Context: an optimization exercise on an open-source flow, tuned for small area, a short achievable clock period and few clock cycles. The choices shown serve that exercise and are no tape-out recipe.
At most, simulation tests tie the RTL to the original design; equivalence was not proved.

== red ==
Design mandel_render_top, start of the top module:
module mandel_render_top #(
	parameter int SCREEN_W = 64,
	parameter int SCREEN_H = 48,
	parameter int MAX_ITER = 256,
	parameter int NUM_LANES = 2,
	parameter fixed_point_pkg::fixed_t BASE_STEP = 27'sd393216,
	parameter int ZOOM_MAX = 8
) (
	input  logic clk,
	input  logic reset,
	input  logic zoom_in_i,
	input  logic zoom_out_i,
	input  logic pan_left_i,
	input  logic pan_right_i,
	input  logic pan_up_i,
	input  logic pan_down_i,
	output logic psel_o,
	output logic penable_o,
	output logic pwrite_o,
	output logic [18:0] paddr_o,
	output logic [7:0] pwdata_o,
	input  logic pready_i,
	output logic frame_done_o
);
Size: about 860 flip-flops, roughly 67,000 sq um of cells after synthesis.
Settings: LEC_CHECK=0, CAP_MARGIN=80, CORE_MARGIN=2, CORE_UTILIZATION=40, SLEW_MARGIN=80; clock period 15.0 ns.
standard.sh (not shown) runs the stock make flow with config.mk's settings and CLKGATE_MAP_FILE= SYNTH_SCRIPT=/design/flow/synth_recipe.tcl, a recipe that flattens the netlist after the stock synthesis.
==> flow/flow/run.sh <==
#!/bin/bash
# The standard layout (the standard.sh: standard synthesis, floorplan,
# placement, CTS, routing), with ORFS's timing repair asked for a setup
# margin of 10.5 ns: the clock, its 15 ns period and the I/O constraints are
# unchanged, repair just keeps going until paths are 10.5 ns inside them.
set -euo pipefail
export SETUP_SLACK_MARGIN=10.5
bash standard.sh > standard.log 2>&1
Edits applied to the flow inputs when going from red to blue:
Settings: changing CORE_UTILIZATION from 40 to 65.
==> flow/run.sh (new file) <==
#!/bin/bash
# synth_recipe.tcl (not shown) runs the flow's synth.tcl, then flattens the netlist and writes it again
# the make line also repeats each setting of config.mk as NAME=value (left out here)
make -C /OpenROAD-flow-scripts/flow DESIGN_CONFIG=/design/flow/config.mk WORK_HOME=/design/flow/orfs CLKGATE_MAP_FILE= SYNTH_SCRIPT=/design/flow/synth_recipe.tcl finish
removed: flow/flow/run.sh
removed: flow/standard.sh
Results
On number of nets still failing antenna checks after routing, red and blue are basically level. blue: global placer's final weighted congestion about 1.7% above red. Diff red -> blue | routed wire length | decrease of 16%. Compared with red, blue degrades clock skew. Compared with red, blue shows a lower smallest setup slack after layout. The run showing the greater clock latency on the worst-skew pair is red. Compared with red, in blue via count down 4,193, area growth from synthesis to final layout down 19 points, maximum achievable frequency down 8.0%.
No run of this note included a check of the RTL's function; only the layout flow was run.

========
mandel_render_top, a different RTL version from the one above (not shown whole).
Size in the first run: roughly 7900 cells after synthesis, about 1100 flip-flops, about 40 I/O pins, ~71000 um2 of cells after synthesis.
## mandel_render_top
module mandel_render_top #(
	parameter int SCREEN_W = 64,
	parameter int SCREEN_H = 48,
	parameter int MAX_ITER = 256,
	parameter int NUM_LANES = 2,
	parameter fixed_point_pkg::fixed_t BASE_STEP = 27'sd393216,
	parameter int ZOOM_MAX = 8
) (
	input  logic clk,
	input  logic reset,
	input  logic zoom_in_i,
	input  logic zoom_out_i,
	input  logic pan_left_i,
	input  logic pan_right_i,
	input  logic pan_up_i,
	input  logic pan_down_i,
	output logic psel_o,
	output logic penable_o,
	output logic pwrite_o,
	output logic [18:0] paddr_o,
	output logic [7:0] pwdata_o,
	input  logic pready_i,
	output logic frame_done_o
);
	logic [5:0] cmd_raw;
	logic [5:0] cmd_q;
	logic any_cmd_q;
	logic rst_q;
	logic init_q;
	logic flush;
	logic block;
	fixed_point_pkg::fixed_t step;
	fixed_point_pkg::fixed_t pan_re;
	fixed_point_pkg::fixed_t pan_im;
	logic push;
	render_pkg::pixel_addr_t push_addr;
	render_pkg::iter_t push_count;
	logic push_esc;
	logic credit_nx;
	logic take;
	logic bus_quiet;
	logic engine_idle;
	render_pkg::pixel_addr_t paddr;
	logic complete;
	assign cmd_raw = {zoom_in_i, zoom_out_i, pan_left_i, pan_right_i, pan_up_i, pan_down_i};
	always_ff @(posedge clk) begin
		rst_q <= reset;
		if (reset) begin
			cmd_q <= '0;
			init_q <= 1'b0;
		end else begin
			cmd_q <= cmd_raw;
			init_q <= rst_q || (|cmd_q);
		end
	end
  ...
clock: 15.0 ns
lec_check: 0
abc_area: 1
cap_margin: 65
core_margin: 2
core_utilization: 40
cts_cluster_diameter: 100
cts_cluster_size: 24
slew_margin: 65
run.sh (not shown) runs the stock make flow with config.mk's settings and CLKGATE_MAP_FILE= SYNTH_SCRIPT=/design/flow/synth_recipe.tcl, a recipe that flattens the netlist after the stock synthesis.
Stock flow here: none of the scripts above is used.
Testbench counts at the start, summed over its fixed seeds: cycles 3,488,163.
Then changed:
--- a/flow/config.mk
+++ b/flow/config.mk
@@ -9 +9 @@
-export CAP_MARGIN = 65
+export CAP_MARGIN = 50
@@ -14 +14 @@
-export SLEW_MARGIN = 65
+export SLEW_MARGIN = 50
After rerunning:
- register-to-register slack got worse by 0.30 ns
- fmax falls by 6.1%
- critical path depth falls by 2
- non-clock buffer count fell by 7
- routed wire length stays flat
- count of clock-buffer cells in the layout does not change
- design area came out lower by 0.33%
- setup slack loses 0.30 ns
- hold slack is about the same
- final cell count barely changes
Then changed:
--- a/flow/config.mk
+++ b/flow/config.mk
@@ -8,2 +8,2 @@
-export ABC_AREA = 1
-export CAP_MARGIN = 50
+export ABC_CLOCK_PERIOD_IN_PS = 4500
+export CAP_MARGIN = 65
@@ -14 +14 @@
-export SLEW_MARGIN = 50
+export SLEW_MARGIN = 65
Wire length drops by about 6%.
Setup slack gets better by 0.17 ns.
Sequential share of layout area climbs by 0.70 points.
Final area drops by about 1.6%.
Then changed:
--- a/flow/config.mk
+++ b/flow/config.mk
@@ -8 +7,0 @@
-export ABC_CLOCK_PERIOD_IN_PS = 4500
Worst setup slack stays the same.
Clock-buffer cell count is unchanged.
Sequential share of layout area is unchanged.
Final area is unchanged.
Die area is unchanged.
Area after synthesis stays the same.

========
Another version of the RTL of mandel_render_top (not shown whole).
Size in the first run: roughly 6900 cells after synthesis, ~1100 flip-flops, roughly 40 I/O pins.
==> flow/design.v (excerpt) <==
module mandel_render_top #(
	parameter int SCREEN_W = 64,
	parameter int SCREEN_H = 48,
	parameter int MAX_ITER = 256,
	parameter int NUM_LANES = 2,
	parameter fixed_point_pkg::fixed_t BASE_STEP = 27'sd393216,
	parameter int ZOOM_MAX = 8
) (
	input  logic clk,
	input  logic reset,
	input  logic zoom_in_i,
	input  logic zoom_out_i,
	input  logic pan_left_i,
	input  logic pan_right_i,
	input  logic pan_up_i,
	input  logic pan_down_i,
	output logic psel_o,
	output logic penable_o,
	output logic pwrite_o,
	output logic [18:0] paddr_o,
	output logic [7:0] pwdata_o,
	input  logic pready_i,
	output logic frame_done_o
);
	logic [5:0] cmd_raw;
	logic [5:0] cmd_q;
	logic any_cmd_q;
	logic rst_q;
	logic init_q;
	logic flush;
	logic block;
	fixed_point_pkg::fixed_t step;
	fixed_point_pkg::fixed_t pan_re;
	fixed_point_pkg::fixed_t pan_im;
	logic push;
	render_pkg::pixel_addr_t push_addr;
	render_pkg::iter_t push_count;
	logic push_esc;
	logic credit_nx;
	logic take;
	logic bus_quiet;
	logic engine_idle;
	render_pkg::pixel_addr_t paddr;
	logic complete;
	assign cmd_raw = {zoom_in_i, zoom_out_i, pan_left_i, pan_right_i, pan_up_i, pan_down_i};
	always_ff @(posedge clk) begin
		rst_q <= reset;
		if (reset) begin
			cmd_q <= '0;
			init_q <= 1'b0;
		end else begin
			cmd_q <= cmd_raw;
  ...
Settings: LEC_CHECK=0, CAP_MARGIN=65, CORE_MARGIN=2, CORE_UTILIZATION=40, CTS_BUF_LIST=sky130_fd_sc_hd__clkbuf_8, SLEW_MARGIN=65; clock period 15.0 ns.
Testbench counts at the start, summed over its fixed seeds: cycles 3,488,163.
Edit:
Settings changed: CAP_MARGIN 65 to 50, CTS_BUF_LIST sky130_fd_sc_hd__clkbuf_8 to not set, SLEW_MARGIN 65 to 50.
Result: The new run completed without violations. Cell count fell by 1.4%. Utilization fell by 0.45 points. Design area fell by 1.0%. Clock skew rose by 0.029 ns. Sequential share of layout area rose by 0.28 points. Register-to-register slack got worse by 0.18 ns. Via count fell by 0.91%.
Edit:
Settings changed: CAP_MARGIN 50 to 65, CTS_CLUSTER_DIAMETER set to 60, CTS_CLUSTER_SIZE set to 25, SLEW_MARGIN 50 to 65.
=> The new run finished with timing, DRC and antenna clean; critical path depth increases by 6; synthesized area is unchanged.
Edit:
Settings changed: CAP_MARGIN 65 to 20, CTS_CLUSTER_DIAMETER 60 to not set, CTS_CLUSTER_SIZE 25 to not set, SLEW_MARGIN 65 to 20.
=> The changed run finished clean. Sequential cell count does not change. Die area is unchanged. Hold slack hardly moves. Maximum frequency falls by 6.5%. Final cell count stays flat. First-iteration DRC count rises by 0.52%. Via count stays flat. Final area drops by 0.38%. Sequential share of layout area is about the same. Global-route usage hardly moves. Critical path depth stays the same.
Edit:
Settings changed: CAP_MARGIN 20 to 65, SLEW_MARGIN 20 to 65.
What happened: Die area does not change. Non-clock buffer count went up by 13. Count of clock-buffer cells in the layout went down by 4. Clock skew went up by 0.0078 ns.

========
Starting RTL as in the previous note.
make LEC_CHECK=0 CAP_MARGIN=65 CORE_MARGIN=2 CORE_UTILIZATION=40 CTS_CLUSTER_DIAMETER=110 CTS_CLUSTER_SIZE=28 SLEW_MARGIN=65 finish   # period 15.0 ns
Testbench counts at the start, summed over its fixed seeds: cycles 3,488,163.
Next try:
--- a/flow/config.mk
+++ b/flow/config.mk
@@ -9,5 +9,5 @@
 export CORE_MARGIN = 2
 export CORE_UTILIZATION = 40
-export CTS_CLUSTER_DIAMETER = 110
-export CTS_CLUSTER_SIZE = 28
+export CTS_CLUSTER_DIAMETER = 100
+export CTS_CLUSTER_SIZE = 24
 export SLEW_MARGIN = 65
Area after synthesis stays the same.
Via count rises slightly.
Final area came out higher slightly.
Global-route usage barely changes.
Sequential share of layout area drops by 0.12 points.
Register-to-register slack improves by 20 ps.

## what the ideal ports hide
No port has a modelled driver above. Below, the same layouts with a new extraction and two added sets of constraints.
Step 1 sets driving cells, clkbuf_16 on the clock port and buf_2 on the other inputs (assumed; they add their load-dependent delay and slew).
Step 2, shift: input delay + t, output delay - t, t = (earliest + latest rising clock arrival at the registers) / 2. This alone moves slack from input paths to output paths.
a / b / c = ideal ports / drivers / drivers and shift; a / b = the first two.
run	t (ns)	setup WS [ns]	worst setup path after step 2	clock arrival spread, ns	worst slew at a driven data input, ns
red	0.832	9.518 / 9.518 / 9.518	register to register	0.050 / 0.050	0.04
blue	0.761	9.044 / 9.044 / 9.044	register to register	0.068 / 0.068	0.04
the first run of note 2	0.802	10.356 / 10.293 / 10.142	input to register	0.033 / 0.034	0.03
the second run of note 2	0.800	10.054 / 10.054 / 10.054	register to register	0.059 / 0.059	0.03
the third run of note 2	0.801	10.225 / 10.225 / 10.134	input to register	0.082 / 0.081	0.04
the fourth run of note 2	0.801	10.225 / 10.225 / 10.134	input to register	0.082 / 0.081	0.04
the first run of note 3	1.014	10.029 / 9.949 / 10.132	input to register	0.086 / 0.086	0.03
the second run of note 3	0.850	10.091 / 10.091 / 9.958	input to register	0.116 / 0.116	0.04
the third run of note 3	0.809	10.208 / 10.158 / 10.140	input to register	0.079 / 0.079	0.03
the fourth run of note 3	0.846	9.873 / 9.873 / 9.873	register to register	0.114 / 0.113	0.03
the fifth run of note 3	0.826	10.221 / 10.144 / 10.137	input to register	0.120 / 0.121	0.03
the first run of note 4	0.785	10.217 / 10.191 / 10.134	input to register	0.066 / 0.066	0.03
the second run of note 4	0.802	10.220 / 10.145 / 10.141	input to register	0.092 / 0.092	0.03
After both steps setup and hold are still met in every run listed. For the first run of note 2, which loses most, drivers alone change the setup slack by -0.063 ns; drivers and shift together by -0.214 ns.
